This is an optimization exercise on Yosys and OpenROAD, whose aim is small area and few clock cycles, not a production implementation.
Only simulation tests tie the RTL to the original design; equivalence was not proved.

File: flow/config.mk
export PLATFORM = sky130hd
export DESIGN_NAME = rotated_span_address_generator_core
export DESIGN_NICKNAME = rotated_span_address_generator_core
export VERILOG_FILES = /design/flow/design.v
export SDC_FILE = /design/flow/constraint.sdc
export NUM_CORES = 4
export LEC_CHECK = 0
export ABC_AREA = 1
export CAP_MARGIN = 20
export CORE_MARGIN = 2
export CORE_UTILIZATION = 65
export CTS_BUF_LIST = sky130_fd_sc_hd__clkbuf_16
export CTS_CLUSTER_DIAMETER = 80
export CTS_CLUSTER_SIZE = 20
export GPL_ROUTABILITY_DRIVEN = 0
export GPL_TIMING_DRIVEN = 0
export SLEW_MARGIN = 20
File: flow/constraint.sdc
create_clock -name core_clock -period 7.0 [get_ports {i_clk}]
set_input_delay 1.4000 -clock core_clock [delete_from_list [all_inputs] [get_ports {i_clk}]]
set_output_delay 1.4000 -clock core_clock [all_outputs]
set_load 0.01 [all_outputs]
File: flow/design.v
`default_nettype none
package rsag_pkg;
    localparam int MAX_SPAN = 64;
    localparam int LEN_W    = 7;
endpackage
`default_nettype wire
`default_nettype none
module rsag_walker (
    input  wire logic               i_clk,
    input  wire logic               i_rst_n,
    input  wire logic               i_load,
    input  wire logic               i_accept,
    input  wire logic               i_take,
    input  wire logic [15:0]        i_ss,
    input  wire logic [15:0]        i_ds,
    input  wire logic signed [16:0] i_y,
    input  wire logic signed [16:0] i_lo,
    input  wire logic [5:0]         i_f,
    input  wire logic [5:0]         i_g,
    input  wire logic signed [15:0] i_sx0,
    input  wire logic signed [15:0] i_sy0,
    input  wire logic signed [31:0] i_stx,
    input  wire logic signed [31:0] i_sty,
    output logic                    o_busy,
    output logic                    o_done,
    output logic [38:0]             o_src,
    output logic [33:0]             o_dst,
    output logic [33:0]             o_inc,
    output logic [15:0]             o_fx0,
    output logic [15:0]             o_fy0,
    output logic [15:0]             o_fx,
    output logic [15:0]             o_fy,
    output logic [5:0]              o_nm1
);
    localparam logic [2:0] ST_IDLE = 3'd0;
    localparam logic [2:0] ST_FY   = 3'd1;
    localparam logic [2:0] ST_FX   = 3'd2;
    localparam logic [2:0] ST_MUL  = 3'd3;
    localparam logic [2:0] ST_DONE = 3'd4;
    localparam logic [2:0] ST_FIN  = 3'd5;
    logic [2:0]  r_state;
    logic [3:0]  r_cnt;
    logic [51:0] r_p;       
    logic        r_pprev;
    logic [21:0] r_m;       
    logic [15:0] r_fx0, r_fy0, r_fx, r_fy;
    logic [5:0]  r_f, r_g;
    logic [34:0] r_k;       
    logic        r_kprev;
    logic [36:0] r_d;       
    logic        r_dprev;
    function automatic logic [2:0] booth(input logic b1, input logic b0, input logic prev);
        logic one, two;
        one = b0 ^ prev;
        two = (b1 & ~b0 & ~prev) | (~b1 & b0 & prev);
        booth = {b1, two, one};
    endfunction
    logic [2:0]  pd;
    logic [34:0] p_a, p_pp, p_t;
    logic [51:0] p_next;
    always_comb begin
        pd = booth(r_p[1], r_p[0], r_pprev);
        if (r_state == ST_FY)
            p_a = {{3{r_k[15]}}, r_k[15:0], r_fy};
        else if (r_state == ST_FX)
            p_a = {{3{r_k[32]}}, r_k[32:17], r_fx};
        else
            p_a = {{13{r_m[21]}}, r_m};
        p_pp   = pd[1] ? {p_a[33:0], 1'b0} : (pd[0] ? p_a : 35'd0);
        p_t    = {r_p[51], r_p[51:18]} + (pd[2] ? ~p_pp : p_pp) + {34'd0, pd[2]};
        p_next = {p_t[34], p_t[34:2], p_t[1:0], r_p[17:2]};
    end
    logic [2:0]  kd, dd;
    logic [19:0] k_t, d_t, k_pp, d_pp;
    logic [36:0] d_next;
    always_comb begin
        kd   = booth(r_k[1], r_k[0], r_kprev);
        k_pp = kd[1] ? {2'b00, i_ss, 1'b0} : (kd[0] ? {3'b000, i_ss} : 20'd0);
        k_t  = {r_k[34], r_k[34:16]} + (kd[2] ? ~k_pp : k_pp) + {19'd0, kd[2]};
        dd   = booth(r_d[1], r_d[0], r_dprev);
        d_pp = dd[1] ? {2'b00, i_ds, 1'b0} : (dd[0] ? {3'b000, i_ds} : 20'd0);
        d_t  = {r_d[36], r_d[36:18]} + (dd[2] ? ~d_pp : d_pp) + {19'd0, dd[2]};
        d_next = {d_t[19], d_t[19:2], d_t[1:0], r_d[17:2]};
    end
    wire last_f   = (r_cnt == 4'd3);
    wire last_mul = (r_cnt == 4'd7);
    always_ff @(posedge i_clk) begin
        if (!i_rst_n) begin
            r_state <= ST_IDLE;
        end else if (i_load) begin
            r_state <= !i_accept ? ST_IDLE : (i_f == 6'd0) ? ST_MUL : ST_FIN;
        end else begin
            case (r_state)
                ST_FIN:  r_state <= ST_FY;
                ST_FY:   if (last_f) r_state <= ST_FX;
                ST_FX:   if (last_f) r_state <= ST_MUL;
                ST_MUL:  if (last_mul) r_state <= ST_DONE;
                ST_DONE: if (i_take) r_state <= ST_IDLE;
                default: r_state <= ST_IDLE;
            endcase
        end
    end
    always_ff @(posedge i_clk) begin
        if (i_load) begin
            r_cnt   <= 4'd0;
            r_pprev <= 1'b0;
            r_kprev <= 1'b0;
            r_dprev <= 1'b0;
            r_k     <= {{2{i_stx[31]}}, i_stx[31:16], 1'b0, i_sty[31:16]};
            r_d     <= {i_lo[16], i_lo, 1'b0, i_y[16], i_y};
            r_fx    <= i_stx[15:0];
            r_fy    <= i_sty[15:0];
            r_f     <= i_f;
            r_g     <= i_g;
            r_p     <= {{17{i_sx0[15]}}, i_sx0, 1'b0, 2'b00, i_ss};
            r_m     <= {{6{i_sy0[15]}}, i_sy0};
            r_fx0   <= 16'd0;
            r_fy0   <= 16'd0;
        end else begin
            case (r_state)
                ST_FIN: begin
                    r_p     <= {{2{r_m[15]}}, r_m[15:0], 16'd0, 12'd0, r_f};
                    r_fx0   <= r_p[34:19];
                end
                ST_FY: begin
                    r_cnt   <= last_f ? 4'd0 : r_cnt + 4'd1;
                    if (last_f) begin
                        r_m     <= p_next[47:26];
                        r_fy0   <= p_next[25:10];
                        r_p     <= {{2{r_fx0[15]}}, r_fx0, 16'd0, 12'd0, r_f};
                        r_pprev <= 1'b0;
                    end else begin
                        r_p     <= p_next;
                        r_pprev <= r_p[1];
                    end
                end
                ST_FX: begin
                    r_cnt   <= last_f ? 4'd0 : r_cnt + 4'd1;
                    if (last_f) begin
                        r_fx0   <= p_next[25:10];
                        r_p     <= {{11{p_next[47]}}, p_next[47:26], 1'b0, 2'b00, i_ss};
                        r_pprev <= 1'b0;
                    end else begin
                        r_p     <= p_next;
                        r_pprev <= r_p[1];
                    end
                end
                ST_MUL: begin
                    r_cnt   <= r_cnt + 4'd1;
                    r_p     <= p_next;
                    r_pprev <= r_p[1];
                    r_d     <= d_next;
                    r_dprev <= r_d[1];
                    r_k     <= {k_t[19], k_t[19:2], k_t[1:0], r_k[15:2]};
                    r_kprev <= r_k[1];
                end
                default: ;
            endcase
        end
    end
    assign o_busy = (r_state != ST_IDLE);
    assign o_done = (r_state == ST_DONE);
    assign o_src  = p_next[38:0];
    assign o_dst  = d_next[33:0];
    assign o_inc  = r_k[33:0];
    assign o_fx0  = r_fx0;
    assign o_fy0  = r_fy0;
    assign o_fx   = r_fx;
    assign o_fy   = r_fy;
    assign o_nm1  = r_g - r_f;
endmodule
`default_nettype wire
`default_nettype none
module rsag_pipe (
    input  wire logic               i_clk,
    input  wire logic               i_rst_n,
    input  wire logic               i_load,
    input  wire logic [15:0]        i_ss,
    input  wire logic [38:0]        i_src,
    input  wire logic [33:0]        i_dst,
    input  wire logic [33:0]        i_inc,
    input  wire logic [15:0]        i_fx0,
    input  wire logic [15:0]        i_fy0,
    input  wire logic [15:0]        i_fx,
    input  wire logic [15:0]        i_fy,
    input  wire logic [5:0]         i_nm1,
    output logic                    o_free,
    output logic                    o_valid,
    output logic signed [47:0]      o_source_offset,
    output logic signed [47:0]      o_dest_offset,
    output logic                    o_last_pixel
);
    logic        r_valid;
    logic [5:0]  r_left;
    logic [38:0] r_src;
    logic [33:0] r_dst, r_inc;
    logic [15:0] r_fxa, r_fya, r_fx, r_fy;
    logic [16:0] fx_sum, fy_sum;
    logic [38:0] src_sum;
    logic [32:0] dcar;    
    always_comb begin
        dcar[0] = 1'b1;
        for (int k = 1; k < 33; k++)
            dcar[k] = dcar[k-1] & r_dst[k];
    end
    always_comb begin
        fx_sum  = {1'b0, r_fxa} + {1'b0, r_fx};
        fy_sum  = {1'b0, r_fya} + {1'b0, r_fy};
        src_sum = r_src + {{5{r_inc[33]}}, r_inc}
                + {23'd0, fy_sum[16] ? i_ss : 16'd0}
                + {37'd0, fx_sum[16], 1'b0};
    end
    always_ff @(posedge i_clk) begin
        if (!i_rst_n) begin
            r_valid <= 1'b0;
        end else if (i_load) begin
            r_valid <= 1'b1;
        end else if (r_left == 6'd0) begin
            r_valid <= 1'b0;
        end
    end
    always_ff @(posedge i_clk) begin
        if (i_load) begin
            r_left <= i_nm1;
            r_src  <= i_src;
            r_dst  <= i_dst;
            r_inc  <= i_inc;
            r_fxa  <= i_fx0;
            r_fya  <= i_fy0;
            r_fx   <= i_fx;
            r_fy   <= i_fy;
        end else begin
            r_left <= r_left - 6'd1;
            r_src  <= src_sum;
            r_dst  <= {r_dst[33:1] ^ dcar, r_dst[0]};
            r_fxa  <= fx_sum[15:0];
            r_fya  <= fy_sum[15:0];
        end
    end
    assign o_free          = !r_valid || (r_left == 6'd0);
    assign o_valid         = r_valid;
    assign o_last_pixel    = (r_left == 6'd0);
    assign o_source_offset = {{9{r_src[38]}}, r_src};
    assign o_dest_offset   = {{14{r_dst[33]}}, r_dst};
endmodule
`default_nettype wire
`default_nettype none
module rotated_span_address_generator_core (
    input  wire logic                        i_clk,
    input  wire logic                        i_rst_n,
    input  wire logic                        i_start,
    output logic                             o_busy,
    input  wire logic                        i_cfg_we,
    input  wire logic [2:0]                  i_cfg_index,
    input  wire logic [15:0]                 i_cfg_data,
    input  wire logic signed [15:0]          i_row_offset,
    input  wire logic signed [15:0]          i_column_offset,
    input  wire logic signed [15:0]          i_src_start_x,
    input  wire logic signed [15:0]          i_src_start_y,
    input  wire logic signed [31:0]          i_step_x,
    input  wire logic signed [31:0]          i_step_y,
    input  wire logic [rsag_pkg::LEN_W-1:0]  i_span_length,
    output logic                             o_valid,
    output logic signed [47:0]               o_source_offset,
    output logic signed [47:0]               o_dest_offset,
    output logic                             o_last_pixel
);
    logic signed [15:0] r_origin_x, r_origin_y;
    logic signed [15:0] r_clip_left, r_clip_right, r_clip_top, r_clip_bottom;
    logic        [15:0] r_source_stride, r_dest_stride;
    logic [15:0] d_zero, d_min, d_max;
    logic [7:0]  we;
    always_comb begin
        d_zero = i_rst_n ? i_cfg_data : 16'h0000;
        d_min  = i_rst_n ? i_cfg_data : 16'h8000;
        d_max  = i_rst_n ? i_cfg_data : 16'h7FFF;
        for (int k = 0; k < 8; k++)
            we[k] = !i_rst_n || (i_cfg_we && (i_cfg_index == 3'(k)));
    end
    always_ff @(posedge i_clk) begin
        if (we[0]) r_origin_x      <= d_zero;
        if (we[1]) r_origin_y      <= d_zero;
        if (we[2]) r_clip_left     <= d_min;
        if (we[3]) r_clip_right    <= d_max;
        if (we[4]) r_clip_top      <= d_min;
        if (we[5]) r_clip_bottom   <= d_max;
        if (we[6]) r_source_stride <= d_zero;
        if (we[7]) r_dest_stride   <= d_zero;
    end
    logic signed [16:0] y, x, lo;
    logic signed [17:0] dl, dr;
    logic        [6:0]  len;
    logic        [5:0]  lm1, f, g;
    logic               row_ok, nonempty, dl_pos;
    always_comb begin
        y        = 17'(i_row_offset) + 17'(r_origin_y);
        x        = 17'(i_column_offset) + 17'(r_origin_x);
        len      = i_span_length[6] ? 7'd64 : i_span_length;
        lm1      = 6'(len - 7'd1);
        dl       = 18'(r_clip_left) - 18'(x);
        dr       = 18'(r_clip_right) - 18'(x);
        dl_pos   = !dl[17] && (dl != 18'sd0);
        f        = dl_pos ? dl[5:0] : 6'd0;
        g        = (dr[16:6] != 11'd0 || lm1 <= dr[5:0]) ? lm1 : dr[5:0];
        lo       = dl_pos ? 17'(r_clip_left) : x;
        row_ok   = (y >= 17'(r_clip_top)) && (y <= 17'(r_clip_bottom));
        nonempty = row_ok && (len != 7'd0) && !dr[17]
                && !(dl_pos && dl[16:6] != 11'd0) && (f <= g);
    end
    logic        accept;
    logic        done, pipe_free;
    logic        h_busy;
    assign accept = i_start && nonempty;
    logic [38:0] w_src;
    logic [33:0] w_dst, w_inc;
    logic [15:0] w_fx0, w_fy0, w_fx, w_fy;
    logic [5:0]  w_nm1;
    rsag_walker u_walker (
        .i_clk       (i_clk),
        .i_rst_n     (i_rst_n),
        .i_load      (!o_busy),
        .i_accept    (accept),
        .i_take      (pipe_free),
        .i_ss        (r_source_stride),
        .i_ds        (r_dest_stride),
        .i_y         (y),
        .i_lo        (lo),
        .i_f         (f),
        .i_g         (g),
        .i_sx0       (i_src_start_x),
        .i_sy0       (i_src_start_y),
        .i_stx       (i_step_x),
        .i_sty       (i_step_y),
        .o_busy      (h_busy),
        .o_done      (done),
        .o_src       (w_src),
        .o_dst       (w_dst),
        .o_inc       (w_inc),
        .o_fx0       (w_fx0),
        .o_fy0       (w_fy0),
        .o_fx        (w_fx),
        .o_fy        (w_fy),
        .o_nm1       (w_nm1)
    );
    rsag_pipe u_pipe (
        .i_clk           (i_clk),
        .i_rst_n         (i_rst_n),
        .i_load          (done && pipe_free),
        .i_ss            (r_source_stride),
        .i_src           (w_src),
        .i_dst           (w_dst),
        .i_inc           (w_inc),
        .i_fx0           (w_fx0),
        .i_fy0           (w_fy0),
        .i_fx            (w_fx),
        .i_fy            (w_fy),
        .i_nm1           (w_nm1),
        .o_free          (pipe_free),
        .o_valid         (o_valid),
        .o_source_offset (o_source_offset),
        .o_dest_offset   (o_dest_offset),
        .o_last_pixel    (o_last_pixel)
    );
    assign o_busy = h_busy && !(done && pipe_free);
endmodule
`default_nettype wire
File: flow/run.sh
#!/bin/bash
# synth_recipe.tcl (not shown) runs the flow's synth.tcl, then flattens the netlist and writes it again
# the make line also repeats each setting of config.mk as NAME=value (left out here)
make -C /OpenROAD-flow-scripts/flow DESIGN_CONFIG=/design/flow/config.mk WORK_HOME=/design/flow/orfs CLKGATE_MAP_FILE= SYNTH_SCRIPT=/design/flow/synth_recipe.tcl finish
==> results.json, run 1 <==
{
  "status": "timing/DRC/antenna clean",
  "ys_seq_elements": 535,
  "cp-end-kind": "register",
  "path_common_cell": "inv_1",
  "regArea_um2": 14500,
  "crit_family": "compound AO/OA/AOI/OAI gates",
  "layoutNonFillerInstCount": 5090,
  "worst-path-buf-inv": 8,
  "nets": 4848,
  "ff2ff_setup_slack_ns": 0.39,
  "pre_cts_slack_ns": -1.15,
  "rows": 84,
  "gr-usage-all-layers": 0.423,
  "async_flop_share": 0,
  "grt_overflow": 0,
  "timing.final.ws_setup_ns": 0.349,
  "coreArea_um2": 52400,
  "layout-drive-gt1-share": 0.0655,
  "ys_warn_count": 3,
  "synthDistinctLibCells": 71,
  "worst_pin_slew_ns": 1.25,
  "critPathMaxStageDelay_ns": 0.52,
  "finalMaxSlewViolations": 0,
  "netlist_area_um2": 34400,
  "clock-sinks": 535,
  "worst_hold_slack_ns": 0.448,
  "period_needed_ns": 6.65,
  "synth_edf_count": 377,
  "die_w_um": 234,
  "route.vias.total": 31500,
  "worstPathRequired_ns": 7.53,
  "mostFrequentLayoutCell": "nand2_1",
  "cp_slowest_cell": "clkdlybuf4s50_1",
  "clock_tree.htree_level_count": 2,
  "drtIter0Drc": 4134,
  "die_area_um2": 54700,
  "max_freq_ghz": 0.150,
  "routed_wl_um": 117000,
  "synth_cells": 4054,
  "multi_input_area_um2": 17600,
  "first_pass_iters": 14,
  "cp_max_fo": 15,
  "n_fill_cell": 3952,
  "ant_nets": 0,
  "avgRoutedWirePerCell_um": 22.9,
  "yosys.area.top_type": "edfxtp_1",
  "cts_buffers": 37,
  "grt_pass1_vias": 29500,
  "cts_tree": "yes",
  "seq_area_frac_synth": 0.421,
  "path_class": "in -> reg",
  "synth-main-ff-cell": "edfxtp_1",
  "io_pins": 257,
  "numPlacedInstances": 5010,
  "clk_pin_slew_ns": 0.09,
  "finalClockSkew_ns": 0.0297,
  "synth_nets": 4532,
  "syn_area_per_cell_um2": 8.48,
  "hold_viol": 0,
  "portBuffers": 255,
  "synth_top_area_frac": 0.329,
  "clock_path_buffers": 3,
  "setup_violations": 0,
  "grt_max_degree": 53,
  "area_delta_synth_final_pct": 14.9,
  "clk_latency_ns": 0.60,
  "routed_via_density": 6.18,
  "cts_root_buf": "clkbuf_16",
  "grt_pass1_wl_um": 171000,
  "initial_utilization": 0.655,
  "die_height_um": 234,
  "drc_errors": 0,
  "synthTopCellsByArea": "edfxtp_1 (33%), ha_1 (11%), nand2_1 (9.2%)",
  "fin_crit_sh": 0.950,
  "dp_hpwl_um": 89900,
  "antenna_found_initial": 4,
  "max_cap_violations": 0,
  "hp-class": "reg -> reg",
  "slew_headroom": 0.167,
  "final_cell_mix": "nand2_1 (843), inv_1 (459), edfxtp_1 (377)",
  "worstPathArrival_ns": 7.18,
  "rsz0062_at_grt": "no",
  "fin_util": 0.753,
  "tns_ns": 0,
  "cp-start-kind": "primary input"
}
through the flow:
step,cell area (um^2)
floorplan,34400
global placement,37800
detailed placement,38100
CTS,39300
global route,39500
finish,39500
state kept, by name, indices dropped and copies added, names as in the netlist, 22 cells and up:
signal	count
u_pipe.r_dst	34
u_walker.r_p	51
u_pipe.r_src	39
u_walker.r_k	34
u_walker.r_m	22
u_pipe.r_inc	34
u_walker.r_d	36
routing by layer:
layer | part of all wire | vias to the layer above | track usage
met4 | 0.092 | 4 | 0.322
met5 | 0.00020 | - | 0
li1 | - | 14500 | -
met1 | 0.35 | 14400 | 0.505
met3 | 0.12 | 539 | 0.109
met2 | 0.43 | 2063 | 0.657
final cells by class:
cell class / count / share of cell area
tap: 688 / 0.0218
buffer: 134 / 0.0155
sequential: 535 / 0.367
clock buffer: 40 / 0.0254
clock inverter: 28 / 0.00453
timing repair buffer: 278 / 0.0722
inverter: 489 / 0.0465
multi-input combinational: 2895 / 0.447
antenna: 3 / 0.000190
logic make-up (layout without fill, tap and decap cells):
kind of cell / count (synthesis) / count (layout) / synth area share
AOI/OAI and AO/OA: 960 / 960 / 0.158
xor gates and xnor gates: 191 / 191 / 0.0491
adders and majority gates: 320 / 320 / 0.122
buffers and inverters: 624 / 969 / 0.0713
DFF: 535 / 535 / 0.421
muxes: 1 / 1 / 0.000291
other: 0 / 3 / 0
and+or+nand+nor: 1423 / 1423 / 0.177
cells in the mapped netlist, drive strengths merged (6+ instances only):
cell type    n
a21boi       7
a21o         9
a21oi      295
a22o        17
a22oi       19
a31oi       23
a32o         7
buf         45
clkbuf      90
clkinv       6
dfxtp      158
edfxtp     377
fa          27
ha         293
inv        483
nand2      877
nand3      175
nand3b       6
nand4       33
nor2       251
nor3        22
o2111ai      8
o211ai      26
o21a         9
o21ai      399
o21bai      12
o22ai       95
o31ai       11
or2         45
xnor2       45
xor2       145
final timing paths:
kind / from / end / cells after the start
worst min-delay path: u_walker.r_fx[12]$_DFFE_PN_ / u_pipe.r_fx[12]$_DFFE_PP_ / 0
worst min register to register: u_walker.r_fx[12]$_DFFE_PN_ / u_pipe.r_fx[12]$_DFFE_PP_ / 0
worst max-delay path: i_column_offset[1] / u_walker.r_state[1]$_SDFFE_PN0P_ / 35
worst max register to register: u_pipe.r_fy[3]$_DFFE_PP_ / u_pipe.r_src[30]$_DFF_P_ / 38
what timing repair did:
item | CTS | global route
resized for setup | 12 | 25
pin swaps | 1 | 15
hold buffers | 0 | 0
buffers inserted | 1 | 9
endpoints found under the setup margin | 5 | 12
Testbench counts, summed over its fixed seeds: cycles 125,535.
==> run 2: changes to the inputs <==
--- a/flow/config.mk
+++ b/flow/config.mk
@@ -12,6 +12,4 @@
 export CTS_BUF_LIST = sky130_fd_sc_hd__clkbuf_16
 export CTS_CLUSTER_DIAMETER = 80
 export CTS_CLUSTER_SIZE = 20
-export GPL_ROUTABILITY_DRIVEN = 0
-export GPL_TIMING_DRIVEN = 0
 export SLEW_MARGIN = 20
==> results.json, run 2 <==
{
  "first_pass_iters": 8,
  "synth_nets": 4532,
  "synthTopCellsByArea": "edfxtp_1 (33%), ha_1 (11%), nand2_1 (9.2%)",
  "cts_tree": "yes",
  "max_cap_violations": 0,
  "ys_seq_elements": 535,
  "seq_area_frac_synth": 0.421,
  "grt_overflow": 0,
  "cp_slowest_cell": "dfxtp_1",
  "synth_commonest_cells": "nand2_1 (846), inv_1 (451), edfxtp_1 (377)",
  "period_needed_ns": 6.61,
  "async_flop_share": 0,
  "mostFrequentLayoutCell": "nand2_1",
  "syn_area_per_cell_um2": 8.48,
  "synth_top_area_frac": 0.329,
  "layout-drive-gt1-share": 0.0615,
  "setup_violations": 0,
  "initial_utilization": 0.655,
  "worst_hold_slack_ns": 0.459,
  "drc_errors": 0,
  "synth.most_common_cell": "nand2_1",
  "cp_max_fo": 3,
  "worstPathArrival_ns": 7.04,
  "reg_top3": "u_walker.r_p x51, u_pipe.r_src x39, u_walker.r_d x36",
  "finalMaxSlewViolations": 0,
  "gr-usage-all-layers": 0.391,
  "rows": 84,
  "synth_edf_count": 377,
  "ys_warn_count": 3,
  "ant_nets": 0,
  "final_cell_mix": "nand2_1 (843), inv_1 (466), edfxtp_1 (377)",
  "grt_max_degree": 164,
  "post_dp_cell_area_um2": 37700,
  "dp_hpwl_um": 81900,
  "synthDistinctLibCells": 71,
  "cp-start-kind": "register",
  "largest_reg_flops": 51,
  "path_class": "reg -> reg",
  "fin_crit_sh": 0.944,
  "area_delta_synth_final_pct": 13.0,
  "antenna_found_initial": 1,
  "drtIter0Drc": 3317,
  "cp-end-kind": "register",
  "status": "timing/DRC/antenna clean",
  "portBuffers": 256,
  "netlist_area_um2": 34400,
  "finalClockSkew_ns": 0.0271,
  "synth_cells": 4054,
  "die_area_um2": 54700,
  "avgRoutedWirePerCell_um": 21.6,
  "die_w_um": 234,
  "hold_viol": 0,
  "design_area_um2": 38800,
  "route.vias.total": 30200,
  "clock_tree.htree_level_count": 2,
  "grt_pass1_vias": 28900,
  "synth-main-ff-cell": "edfxtp_1",
  "io_pins": 257,
  "clock-sinks": 535,
  "yosys.area.top_type": "edfxtp_1",
  "nets": 4744,
  "top_register": "u_walker.r_p",
  "worstPathRequired_ns": 7.43,
  "coreArea_um2": 52400,
  "critPathMaxStageDelay_ns": 0.33,
  "clock_path_buffers": 3,
  "hp-class": "reg -> reg",
  "gp_congestion": 1.01,
  "routed_via_density": 6.06,
  "routed_wl_um": 108000,
  "slew_headroom": 0.272,
  "grt_pass1_wl_um": 161000,
  "max_freq_ghz": 0.151,
  "fin_util": 0.741,
  "clk_latency_ns": 0.59,
  "die_height_um": 234,
  "worst_pin_slew_ns": 1.09,
  "path_common_cell": "ha_1",
  "clk_pin_slew_ns": 0.08,
  "cts_buffers": 36,
  "cts_root_buf": "clkbuf_16"
}
==> run 2: cell counts after synthesis <==
No cell type changed its count.
==> run 2: metal layers <==
layer | GRT usage | routed length, um | vias to the layer above
li1 | - | - | 14300
met4 | 0.256 | 8210 | 0
met5 | 0 | 0 | -
met3 | 0.0674 | 10200 | 403
met2 | 0.652 | 49700 | 1585
met1 | 0.467 | 39500 | 13900
==> run 2: path summary, 6_finish.rpt <==
kind	startpoint	end	slack, ns	depth (start not counted)
hold / removal	u_walker.r_k[8]$_DFFE_PP_	u_pipe.r_inc[8]$_DFFE_PP_	0.46	0
setup / recovery	u_pipe.r_dst[1]$_DFF_P_	u_pipe.r_dst[32]$_DFF_P_	0.39	33
setup reg to reg	u_pipe.r_dst[1]$_DFF_P_	u_pipe.r_dst[32]$_DFF_P_	0.39	33
hold reg to reg	u_walker.r_k[8]$_DFFE_PP_	u_pipe.r_inc[8]$_DFFE_PP_	0.46	0
==> run 2: final cells by class <==
cell class,count,area [um^2]
Tap cell,688,861
Sequential cell,535,14500
Clock inverter,27,215
Clock buffer,37,926
Antenna cell,2,5.00
Multi-Input combinational cell,2895,17500
Inverter,489,1840
Fill cell,3913,13600
Timing Repair Buffer,309,2990
==> run 2: critical path: cells and delay by family, from the launching register on <==
kind | cells | cell delay (ns)
AO/OA/AOI/OAI | 1 | 0.09
adder cells (fa/ha/maj) | 31 | 5.96
flip-flops | 1 | 0.33
AND/OR/NAND/NOR | 1 | 0.06
==> run 2: cells by family after synthesis <==
logic type                 Yosys count  synth area share
adders and majority gates          320             0.122
muxes                                1          0.000291
buffers and inverters              624            0.0713
DFF                                535             0.421
and+or+nand+nor                   1423             0.177
xor gates and xnor gates           191            0.0491
AOI/OAI and AO/OA                  960             0.158
==> run 2: timing repair <==
item	in CTS	in global routing
resized for setup	0	9
hold buffers	0	0
endpoints found under the hold margin	0	0
setup endpoints to repair	0	10
setup buffers	0	0
==> run 2: stage by stage <==
step           setup TNS [ns]  cells  setup slack (ns)
2_1_floorplan               0   4054             0.894
4_1_cts                     0   4980             0.275
5_1_grt               -0.0193   4980           -0.0193
3_3_place_gp                0   4916            0.0246
3_5_place_dp           -0.337   4916            -0.177
6_report                    0   4982             0.392
==> run 3: changes to the inputs <==
--- a/flow/config.mk
+++ b/flow/config.mk
@@ -8,8 +8,9 @@
 export ABC_AREA = 1
 export CAP_MARGIN = 20
 export CORE_MARGIN = 2
-export CORE_UTILIZATION = 65
+export CORE_UTILIZATION = 60
 export CTS_BUF_LIST = sky130_fd_sc_hd__clkbuf_16
 export CTS_CLUSTER_DIAMETER = 80
 export CTS_CLUSTER_SIZE = 20
+export PLACE_DENSITY = 0.75
 export SLEW_MARGIN = 20
==> results.json, run 3 <==
{
  "cp_slowest_cell": "clkdlybuf4s50_1",
  "nets": 4744,
  "largest_reg_flops": 51,
  "clock_tree.htree_level_count": 2,
  "hold_viol": 0,
  "crit_family": "adder cells",
  "die_height_um": 243,
  "synth_top_area_frac": 0.329,
  "worstPathArrival_ns": 7.05,
  "netlist_area_um2": 34400,
  "cp-end-kind": "register",
  "path_class": "in -> reg",
  "synth-main-ff-cell": "edfxtp_1",
  "io_pins": 257,
  "cts_buffers": 37,
  "clk_latency_ns": 0.59,
  "first_pass_iters": 6,
  "setup_violations": 0,
  "synthTopCellsByArea": "edfxtp_1 (33%), ha_1 (11%), nand2_1 (9.2%)",
  "worst_pin_slew_ns": 1.19,
  "portBuffers": 256,
  "ys_seq_elements": 535,
  "avgRoutedWirePerCell_um": 21.3,
  "cp_max_fo": 6,
  "antenna_found_initial": 2,
  "top_register": "u_walker.r_p",
  "synth_commonest_cells": "nand2_1 (846), inv_1 (451), edfxtp_1 (377)",
  "gp_congestion": 0.976,
  "fin_util": 0.689,
  "clock_path_buffers": 3,
  "max_cap_violations": 0,
  "slew_headroom": 0.206,
  "reg_top3": "u_walker.r_p x51, u_pipe.r_src x39, u_walker.r_d x36",
  "status": "timing/DRC/antenna clean",
  "gr-usage-all-layers": 0.356,
  "ant_nets": 0,
  "ys_warn_count": 3,
  "cts_root_buf": "clkbuf_16",
  "async_flop_share": 0,
  "worstReg2RegStart": "u_pipe.r_dst[1]$_DFF_P_",
  "synthDistinctLibCells": 71,
  "synth_cells": 4054,
  "clk_pin_slew_ns": 0.09,
  "setup.worst_path.start": "i_column_offset[0]",
  "synth_nets": 4532,
  "route.vias.total": 29900,
  "fin_crit_sh": 0.936,
  "drc_errors": 0,
  "die_area_um2": 59200,
  "worstHoldStart": "u_walker.r_fx[12]$_DFFE_PN_",
  "area_delta_synth_final_pct": 13.3,
  "grt_overflow": 0,
  "layout-drive-gt1-share": 0.0624,
  "hp-class": "reg -> reg",
  "syn_area_per_cell_um2": 8.48,
  "grt_pass1_wl_um": 162000,
  "cp-start-kind": "primary input",
  "die_w_um": 243,
  "clock-sinks": 535,
  "cts_tree": "yes",
  "finalMaxSlewViolations": 0,
  "grt_pass1_vias": 28500,
  "dp_hpwl_um": 83100,
  "critPathMaxStageDelay_ns": 0.53,
  "seq_area_frac_synth": 0.421,
  "rsz0062_at_grt": "no",
  "max_freq_ghz": 0.153,
  "finalClockSkew_ns": 0.0353,
  "drtIter0Drc": 3193,
  "yosys.area.top_type": "edfxtp_1",
  "rows": 87,
  "initial_utilization": 0.608,
  "post_cts.repair.setup_buffers": 0,
  "final_cell_mix": "nand2_1 (843), inv_1 (463), edfxtp_1 (377)",
  "worstPathRequired_ns": 7.50,
  "routed_via_density": 5.93,
  "worst-path-buf-inv": 9,
  "coreArea_um2": 56500,
  "synth.most_common_cell": "nand2_1",
  "grt_max_degree": 163,
  "routed_wl_um": 108000,
  "period_needed_ns": 6.55,
  "mostFrequentLayoutCell": "nand2_1",
  "synth_edf_count": 377
}
-- run 3: logic make-up (layout without fill, tap and decap cells) --
kind of cell    after synthesis  count (layout)  synth area share
simple gates               1423            1423             0.177
compound gates              960             960             0.158
buf+inv                     624             862            0.0713
flops                       535             535             0.421
fa+ha+maj                   320             320             0.122
xor+xnor                    191             191            0.0491
mux                           1               1          0.000291
other cells                   0               1                 0
-- run 3: worst paths after layout --
check / to / slack [ns] / depth (start not counted)
setup / recovery: u_walker.r_state[1]$_SDFFE_PN0P_ / 0.45 / 37
hold / removal: u_pipe.r_fx[12]$_DFFE_PP_ / 0.43 / 0
setup reg to reg: u_pipe.r_dst[32]$_DFF_P_ / 0.48 / 33
hold reg to reg: u_pipe.r_fx[12]$_DFFE_PP_ / 0.43 / 0
-- run 3: metrics by stage --
step | instance area [um^2] | std cells | TNS (ns) | worst slack (ns) | hold slack, ns
5_1_grt | 38900 | 5048 | 0 | 0.0149 | 0.456
3_5_place_dp | 37700 | 4983 | -0.213 | -0.134 | 0.437
6_report | 38900 | 5049 | 0 | 0.446 | 0.427
2_1_floorplan | 34400 | 4054 | 0 | 0.894 | 0.421
4_1_cts | 38900 | 5048 | 0 | 0.227 | 0.445
3_3_place_gp | 37700 | 4983 | 0 | 0.0174 | 0.436
-- run 3: layout make-up --
type                            instances  area [um^2]
Clock inverter                         28          239
Inverter                              489         1840
Sequential cell                       535        14500
Antenna cell                            1         2.50
Clock buffer                           37          926
Tap cell                              756          946
Fill cell                            4635        17600
Multi-Input combinational cell       2895        17500
Timing Repair Buffer                  308         2970
-- run 3: repair_timing --
item                                    CTS  global route
gates resized for setup                   0             9
endpoints found under the setup margin    0            13
hold buffers                              0             0
-- run 3: routing by layer --
layer  vias up  GRT usage  wire, um  share of wire
met5         -          0         0              0
met4         0      0.170      5950          0.055
met3       275     0.0530      9790          0.091
li1      14300          -         -              -
met1     13900      0.448     41200           0.38
met2      1443      0.604     50800           0.47
==> run 4: changes to the inputs <==
--- a/flow/config.mk
+++ b/flow/config.mk
@@ -8,9 +8,8 @@
 export ABC_AREA = 1
 export CAP_MARGIN = 20
 export CORE_MARGIN = 2
-export CORE_UTILIZATION = 60
+export CORE_UTILIZATION = 65
 export CTS_BUF_LIST = sky130_fd_sc_hd__clkbuf_16
-export CTS_CLUSTER_DIAMETER = 80
-export CTS_CLUSTER_SIZE = 20
-export PLACE_DENSITY = 0.75
+export CTS_CLUSTER_DIAMETER = 90
+export CTS_CLUSTER_SIZE = 25
 export SLEW_MARGIN = 20
==> results.json, run 4 <==
{
  "status": "timing/DRC/antenna clean",
  "post_cts.repair.setup_buffers": 0,
  "ant_nets": 0,
  "initial_utilization": 0.655,
  "ys_warn_count": 3,
  "pre_cts_slack_ns": -0.177,
  "ff2ff_setup_slack_ns": 0.42,
  "fin_util": 0.737,
  "cp_max_fo": 3,
  "tns_ns": 0,
  "largest_reg_flops": 51,
  "finalMaxSlewViolations": 0,
  "gp_congestion": 1.01,
  "rows": 84,
  "final_cell_mix": "nand2_1 (843), inv_1 (462), edfxtp_1 (377)",
  "grt_pass1_wl_um": 160000,
  "critPathMaxStageDelay_ns": 0.35,
  "setup_violations": 0,
  "synthTopCellsByArea": "edfxtp_1 (33%), ha_1 (11%), nand2_1 (9.2%)",
  "fin_crit_sh": 0.940,
  "worstPathArrival_ns": 7.05,
  "r2r_end": "u_pipe.r_dst[32]$_DFF_P_",
  "dp_hpwl_um": 81900,
  "clock_tree.htree_level_count": 1,
  "area_delta_synth_final_pct": 12.4,
  "async_flop_share": 0,
  "layout-drive-gt1-share": 0.0596,
  "cts_buffers": 29,
  "drc_errors": 0,
  "clock-sinks": 535,
  "yosys.area.top_type": "edfxtp_1",
  "die_height_um": 234,
  "avgRoutedWirePerCell_um": 21.6,
  "die_area_um2": 54700,
  "synth_edf_count": 377,
  "synth_cells": 4054,
  "first_pass_iters": 9,
  "grt_overflow": 0,
  "routed_wl_um": 107000,
  "netlist_area_um2": 34400,
  "worstPathRequired_ns": 7.47,
  "cts_tree": "yes",
  "hp-class": "reg -> reg",
  "cp_slowest_cell": "dfxtp_1",
  "min_to": "u_pipe.r_fx[3]$_DFFE_PP_",
  "worstHoldStart": "u_walker.r_fx[3]$_DFFE_PN_",
  "synthDistinctLibCells": 71,
  "cp-end-kind": "register",
  "die_w_um": 234,
  "cts_root_buf": "clkbuf_16",
  "portBuffers": 256,
  "synth_top_area_frac": 0.329,
  "path_common_cell": "ha_1",
  "io_pins": 257,
  "nets": 4737,
  "worstReg2RegStart": "u_pipe.r_dst[1]$_DFF_P_",
  "period_needed_ns": 6.58,
  "clk_latency_ns": 0.63,
  "worst_pin_slew_ns": 1.10,
  "cts_hold_buffers": 0,
  "path_class": "reg -> reg",
  "gr-usage-all-layers": 0.387,
  "drtIter0Drc": 3324,
  "coreArea_um2": 52400,
  "timing.final.ws_setup_ns": 0.421,
  "r2r_cells": 33,
  "mostFrequentLayoutCell": "nand2_1",
  "max_cap_violations": 0,
  "top_register": "u_walker.r_p",
  "diodes": 0,
  "reg_top3": "u_walker.r_p x51, u_pipe.r_src x39, u_walker.r_d x36",
  "synth_nets": 4532,
  "hold_viol": 0,
  "design_area_um2": 38600,
  "synth-main-ff-cell": "edfxtp_1",
  "cp-start-kind": "register",
  "routed_via_density": 6.07,
  "ys_seq_elements": 535,
  "min_path_cells": 0,
  "finalClockSkew_ns": 0.0248,
  "post_dp_cell_area_um2": 37700,
  "max_freq_ghz": 0.152,
  "grt_max_degree": 164,
  "seq_area_frac_synth": 0.421,
  "clock_path_buffers": 3,
  "antenna_found_initial": 1,
  "grt_pass1_vias": 28800,
  "syn_area_per_cell_um2": 8.48,
  "synth_commonest_cells": "nand2_1 (846), inv_1 (451), edfxtp_1 (377)",
  "route.vias.total": 30200,
  "clk_pin_slew_ns": 0.10,
  "synth.most_common_cell": "nand2_1",
  "slew_headroom": 0.263
}
==> run 4: layout make-up <==
| type | instances | area, um^2 |
|---|---|---|
| timing repair buffer | 309 | 2990 |
| inverter | 489 | 1840 |
| clock buffer | 29 | 726 |
| tap | 688 | 861 |
| fill | 3968 | 13800 |
| sequential | 535 | 14500 |
| multi-input combinational | 2895 | 17500 |
| clock inverter | 24 | 214 |
==> run 4: stage by stage <==
| stage | std cells | hold slack, ns |
|---|---|---|
| after CTS | 4969 | 0.459 |
| after global placement | 4916 | 0.435 |
| final | 4969 | 0.462 |
| after global routing | 4969 | 0.472 |
| after detailed placement | 4916 | 0.435 |
| after floorplan | 4054 | 0.421 |
==> run 4: worst max-delay path by stage <==
stage	from	to	slack, ns	depth (start not counted)
after floorplan	i_column_offset[0]	u_walker.r_state[1]$_SDFFE_PN0P_	0.89	37
after detailed placement	i_column_offset[0]	u_walker.r_state[1]$_SDFFE_PN0P_	-0.18	39
after global routing	i_column_offset[0]	u_walker.r_state[1]$_SDFFE_PN0P_	-0.02	39
final	u_pipe.r_dst[1]$_DFF_P_	u_pipe.r_dst[32]$_DFF_P_	0.42	33
after global placement	i_column_offset[0]	u_walker.r_state[1]$_SDFFE_PN0P_	0.02	39
after CTS	u_pipe.r_fy[0]$_DFFE_PP_	u_pipe.r_src[27]$_DFF_P_	0.31	34
==> run 4: cell families after synthesis <==
kind of cell	Yosys count	share of synthesized area
adders and majority gates	320	0.122
muxes	1	0.000291
AOI/OAI and AO/OA	960	0.158
DFF	535	0.421
and+or+nand+nor	1423	0.177
buffers and inverters	624	0.0713
xor gates and xnor gates	191	0.0491
==> run 4: layer usage <==
metal  track usage  vias to the layer above  routed length (um)
li1              -                    14300                   -
met5             0                        -                   0
met1         0.469                    13900               39800
met4         0.238                        0                7800
met3        0.0601                      373                9540
met2         0.651                     1597               50000
==> run 4: repair_timing <==
item / 4_1_cts / 5_1_grt
gates resized for setup: 0 / 8
endpoints found under the hold margin: 0 / 0
endpoints found under the setup margin: 0 / 9
==> run 4: critical path: cells and delay by family, from the launching register on <==
family / cells / cell delay, ns
AOI/OAI and AO/OA: 1 / 0.09
adders and majority gates: 31 / 5.92
DFF: 1 / 0.35
and+or+nand+nor: 1 / 0.06

[what the ideal ports hide]
How much do the figures lean on ideal ports? The routed layouts below were timed once more, with nothing changed but the port constraints. Step 1, drivers: a clkbuf_16 drives i_clk and a buf_2 each remaining input, both assumed. Step 2, shift: input delay + t, output delay - t, t = (earliest + latest rising clock arrival at the registers) / 2. This alone moves slack from input paths to output paths. Three values: ideal, step 1, step 2; two values: the first two.
run	t, ns	slack for setup (ns)	slew at the worst register clock pin (ns)
run 1	0.651	0.349 / 0.386 / -0.265	0.09 / 0.09
run 2	0.635	0.392 / 0.392 / -0.205	0.09 / 0.09
run 3	0.637	0.446 / 0.481 / -0.151	0.09 / 0.09
run 4	0.674	0.421 / 0.421 / -0.182	0.11 / 0.11
Met with ideal ports but missed after step 2: setup timing in every run listed. For run 1, which loses most, drivers alone change the setup slack by +0.037 ns; drivers and shift together by -0.614 ns.
